Background: an optimization exercise with open tools, aiming at small area and a short achievable clock period. Do not read the settings as production practice. Where RTL was checked, it was by simulation tests only, not by an equivalence proof against the original. Power is estimated from default activity; no workload was simulated.

## birch
==> flow/design.v (excerpt) <==
module ram_s1p1c_arb #(
    parameter  int NUM_REQ    = 4,
    parameter  int WORD_WIDTH = 8,
    parameter  int WORD_COUNT = 256,
    localparam int ADDR_WIDTH = $clog2(WORD_COUNT),
    localparam int ID_WIDTH   = ram_arb_pkg::calc_id_width(NUM_REQ)
) (
    input  logic                                 clk_i,
    input  logic                                 rstn_i,
    input  logic [NUM_REQ-1:0]                   req_valid_i,
    output logic [NUM_REQ-1:0]                   req_ready_o,
    input  logic [NUM_REQ-1:0]                   req_we_i,
    input  logic [NUM_REQ-1:0]                   req_lock_i,
    input  logic [NUM_REQ-1:0][ADDR_WIDTH-1:0]   req_addr_i,
    input  logic [NUM_REQ-1:0][WORD_WIDTH-1:0]   req_data_i,
    output logic [NUM_REQ-1:0]                   rsp_valid_o,
    output logic [ID_WIDTH-1:0]                  rsp_id_o,
    output logic [WORD_WIDTH-1:0]                rsp_data_o
);
    localparam int CB   = ADDR_WIDTH / 2;
    localparam int RB   = ADDR_WIDTH - CB;
    localparam int NCOL = 1 << CB;
    localparam int NROW = 1 << RB;
    logic [NUM_REQ-1:0][NUM_REQ-1:0] blk_q, blk_d;
    logic [NUM_REQ-1:0]    ptr_q;
    logic [NUM_REQ-1:0]    term_w, gnt, gnt_rd;
    logic [NUM_REQ-1:0]    ptr_d, own_d;
    logic                  lock_d;
    logic [NUM_REQ-1:0]                   rd_q;
    logic [ID_WIDTH-1:0]                  rd_id_q, rd_id_d;
    logic [WORD_WIDTH-1:0][NROW/4-1:0]    rgrp_q;
    logic [ID_WIDTH-1:0]                  id_hold_q, id_hold_d, id_hm_q;
    logic [WORD_WIDTH-1:0]                data_hold_q, data_hold_d, data_hm_q;
    logic                                 rd_vld_d;
    logic [NROW-1:0]       x_rd [NUM_REQ];
    logic [NROW-1:0]       x_we [NUM_REQ];
    logic [NCOL-1:0]       x_col [NUM_REQ];
    logic [WORD_WIDTH-1:0] x_dat [NUM_REQ];
  ...
Size in the first run: ~4800 cells after synthesis, ~2200 flip-flops, roughly 96 I/O pins, roughly 80000 um^2 of cells after synthesis.
==> flow/config.mk <==
export PLATFORM = sky130hd
export DESIGN_NAME = ram_s1p1c_arb
export DESIGN_NICKNAME = ram_s1p1c_arb
export VERILOG_FILES = /design/flow/design.v
export SDC_FILE = /design/flow/constraint.sdc
export NUM_CORES = 4
export LEC_CHECK = 0
export CAP_MARGIN = 20
export CORE_MARGIN = 2
export CORE_UTILIZATION = 60
export CTS_CLUSTER_DIAMETER = 100
export CTS_CLUSTER_SIZE = 26
export PLACE_DENSITY = 0.7
export SETUP_SLACK_MARGIN = 2.25
export SLEW_MARGIN = 20
export SYNTH_HIERARCHICAL = 1
==> flow/constraint.sdc <==
create_clock -name core_clock -period 5.0 [get_ports {clk_i}]
set_input_delay 1.0000 -clock core_clock [delete_from_list [all_inputs] [get_ports {clk_i}]]
set_output_delay 1.0000 -clock core_clock [all_outputs]
set_load 0.01 [all_outputs]
standard.sh (not shown) runs the stock make flow with config.mk's settings and CLKGATE_MAP_FILE= SYNTH_SCRIPT=/design/flow/synth_recipe.tcl, a recipe that flattens the netlist after the stock synthesis.
==> flow/flow/run.sh <==
#!/bin/bash
# Layout flow: the standard flow, with port buffers of a fixed cell type and with
# resizing free to change a cell's footprint.
export BUFFER_PORTS_ARGS="-buffer_cell sky130_fd_sc_hd__buf_4"
bash standard.sh MATCH_CELL_FOOTPRINT=0 finish > standard.log 2>&1
Changes in maple relative to birch:
Settings: SETUP_SLACK_MARGIN now 2.1, was 2.25.
==> run summary <==
- Worst clock skew in maple vs birch: up 0.021 ns
- Peak clock frequency supported by timing of birch is on par with maple.
- The total half-perimeter wirelength after legalization and detailed placement in maple was lower than what birch gave.
- Diff maple..birch | multi-input combinational area share | negligible
- The setup slack of maple is larger than that of birch.
- On count of buffers added by post-CTS timing repair for setup: between maple and birch, it ends up lower for maple.
- Slew at the pin with the worst max-slew slack: maple vs birch down 0.050 ns
Function was not checked in any run of this note: the RTL went through the layout flow alone.

========
yarrow:
Another version of the RTL of ram_s1p1c_arb (not shown whole).
Size: roughly 4700 cells after synthesis, roughly 2200 flip-flops, roughly 80000 um2 of cells after synthesis.
==> flow/config.mk <==
export PLATFORM = sky130hd
export DESIGN_NAME = ram_s1p1c_arb
export DESIGN_NICKNAME = ram_s1p1c_arb
export VERILOG_FILES = /design/flow/design.v
export SDC_FILE = /design/flow/constraint.sdc
export NUM_CORES = 4
export LEC_CHECK = 0
export CAP_MARGIN = 20
export CORE_MARGIN = 2
export CORE_UTILIZATION = 68
export CTS_CLUSTER_DIAMETER = 100
export CTS_CLUSTER_SIZE = 26
export PLACE_DENSITY = 0.85
export SETUP_SLACK_MARGIN = 2.25
export SLEW_MARGIN = 20
export SYNTH_HIERARCHICAL = 1
==> flow/constraint.sdc <==
create_clock -name core_clock -period 5.0 [get_ports {clk_i}]
set_input_delay 1.0000 -clock core_clock [delete_from_list [all_inputs] [get_ports {clk_i}]]
set_output_delay 1.0000 -clock core_clock [all_outputs]
set_load 0.01 [all_outputs]
Scripts as last shown in full above: flow/flow/run.sh
### yarrow -> amber
Settings: CORE_UTILIZATION changed from 68 to 60.
==> flow/flow/run.sh <==
#!/bin/bash
# Layout flow: the standard flow, with port buffers of a fixed cell type, resizing free
# to change a cell's footprint, and clock tree synthesis without dummy loads.
export BUFFER_PORTS_ARGS="-buffer_cell sky130_fd_sc_hd__buf_4"
bash standard.sh MATCH_CELL_FOOTPRINT=0 \
  "CTS_ARGS=-sink_clustering_enable -repair_clock_nets -sink_clustering_size 26 -sink_clustering_max_diameter 100 -dont_use_dummy_load" \
  finish > standard.log 2>&1
Results
yarrow → amber: setup slack increased 0.011 ns; timing-limited maximum frequency rose by about 0.37%; clock network latency to the later pin of the worst-skew pair higher; met3 routing resource usage after global routing lower; synthesized netlist net count barely changed.
The startpoint of the worst setup timing path comes out req_addr_i[27] in one run and rstn_i in the other, namely in yarrow and amber respectively.
## Diff of input files: xenon against amber
Settings: CORE_UTILIZATION now 76, was 60.
==> flow/flow/run.sh <==
#!/bin/bash
# Layout flow: the standard flow, with port buffers of a fixed cell type and with
# resizing free to change a cell's footprint.
export BUFFER_PORTS_ARGS="-buffer_cell sky130_fd_sc_hd__buf_4"
bash standard.sh MATCH_CELL_FOOTPRINT=0 finish > standard.log 2>&1
Results
Sort xenon and amber by fmax desc -> top: amber. As of xenon, detailed-routed wire length on met2 had risen by a few percent compared to amber. xenon vs. amber: global-route wire length before repair went up by about 3%. Est. power | xenon vs amber | xenon higher. Looking at xenon and amber, the number of failing hold endpoints at the final stage is a wash. On fraction of the cycle the final worst path needs: between xenon and amber, it ends up lower for amber.
--- input diff xenon..juniper ---
Settings: PLACE_DENSITY: 0.85 -> 0.7; CORE_UTILIZATION: 76 -> 60.
## What came out
juniper: full flow OK, the timing, design-rule and antenna checks passed
Relative to xenon, the portion of total power attributed to the clock network of juniper is higher by 0.6 points.
Of juniper and xenon, juniper shows the higher transition time at the pin with the least slew margin, with xenon below it.
On sequential share of layout area, juniper and xenon are neck and neck.
On utilization, the higher figure sits with xenon, not juniper.
[inputs] pepper vs juniper
Settings: PLACE_DENSITY changed from 0.7 to 0.85.
Results
pepper has global-route met3 utilization above what juniper had. NOTE amount of wire on met3 after detailed routing juniper->pepper increased by more than a quarter. Post-CTS setup repair buffer count was higher in pepper than in juniper. Compared with juniper, non-clock buffer count in pepper increased by more than 10%. Hold slack (higher): pepper. pepper reports its layer with the highest usage as met2 while juniper reports met1. Between juniper and pepper, the total design power does not differ in any meaningful way. Diff juniper -> pepper: maximum frequency shows a reduction of 0.0014 GHz, design area shows no meaningful change, wire length on met1 shows a reduction of about 15%, final instance count without filler cells shows an increase of 25.
Here is what was changed in the inputs of cedar compared with pepper.
Settings: SETUP_SLACK_MARGIN now 2.3, was 2.25.
## What came out
- cedar: PASS, flow complete, no timing, DRC or antenna violations
- From pepper to cedar the numbers moved as follows: utilization after layout climbed 0.32 points, power per unit of standard cell area barely changed, flip-flop and latch share of the layout cell area dropped 0.35 points.
- Any difference in power after layout between pepper and cedar is small enough to ignore.
- Going from pepper to cedar, final worst slack went down; total inserted antenna cells shows a reduction of 1; count of cell instances traversed by the critical path rose by 2.
- Diff pepper -> cedar | cell area | up slightly
- Diff pepper -> cedar: internal power was more or less identical; non-clock buffer count in the final layout went up by about 9%.

static timing again, ports no longer ideal:
Ports are ideal in the flow. The routed layouts listed here were re-timed in OpenROAD. Step 1 (the two cells are an assumption about what drives the block):
set clk [get_ports {clk_i}]
set_driving_cell -lib_cell sky130_fd_sc_hd__clkbuf_16 $clk
set_driving_cell -lib_cell sky130_fd_sc_hd__buf_2 [delete_from_list [all_inputs] $clk]
Step 2 moves the port delays by t, midway between the first and last clock arrival at a register: inputs arrive t later, outputs are due t later. That takes back most of the time a late clock gives input paths. Slacks: ideal / step 1 / step 2; pairs: ideal / step 1.
run	shift t [ns]	setup slack, ns	worst data-port slew with drivers (ns)
birch	0.835	2.096 / 2.014 / 1.384	0.13
maple	0.821	2.101 / 1.921 / 1.326	0.21
yarrow	0.796	2.115 / 2.064 / 1.350	0.14
amber	0.819	2.126 / 2.038 / 1.383	0.23
xenon	0.823	2.040 / 1.924 / 1.250	0.24
juniper	0.839	2.142 / 2.061 / 1.291	0.20
pepper	0.825	2.131 / 2.044 / 1.381	0.26
cedar	0.829	2.122 / 2.021 / 1.414	0.24
After both steps setup and hold are still met in every run listed. The setup slack of juniper, which loses most, moves by -0.081 ns with the drivers and by -0.851 ns with both steps.
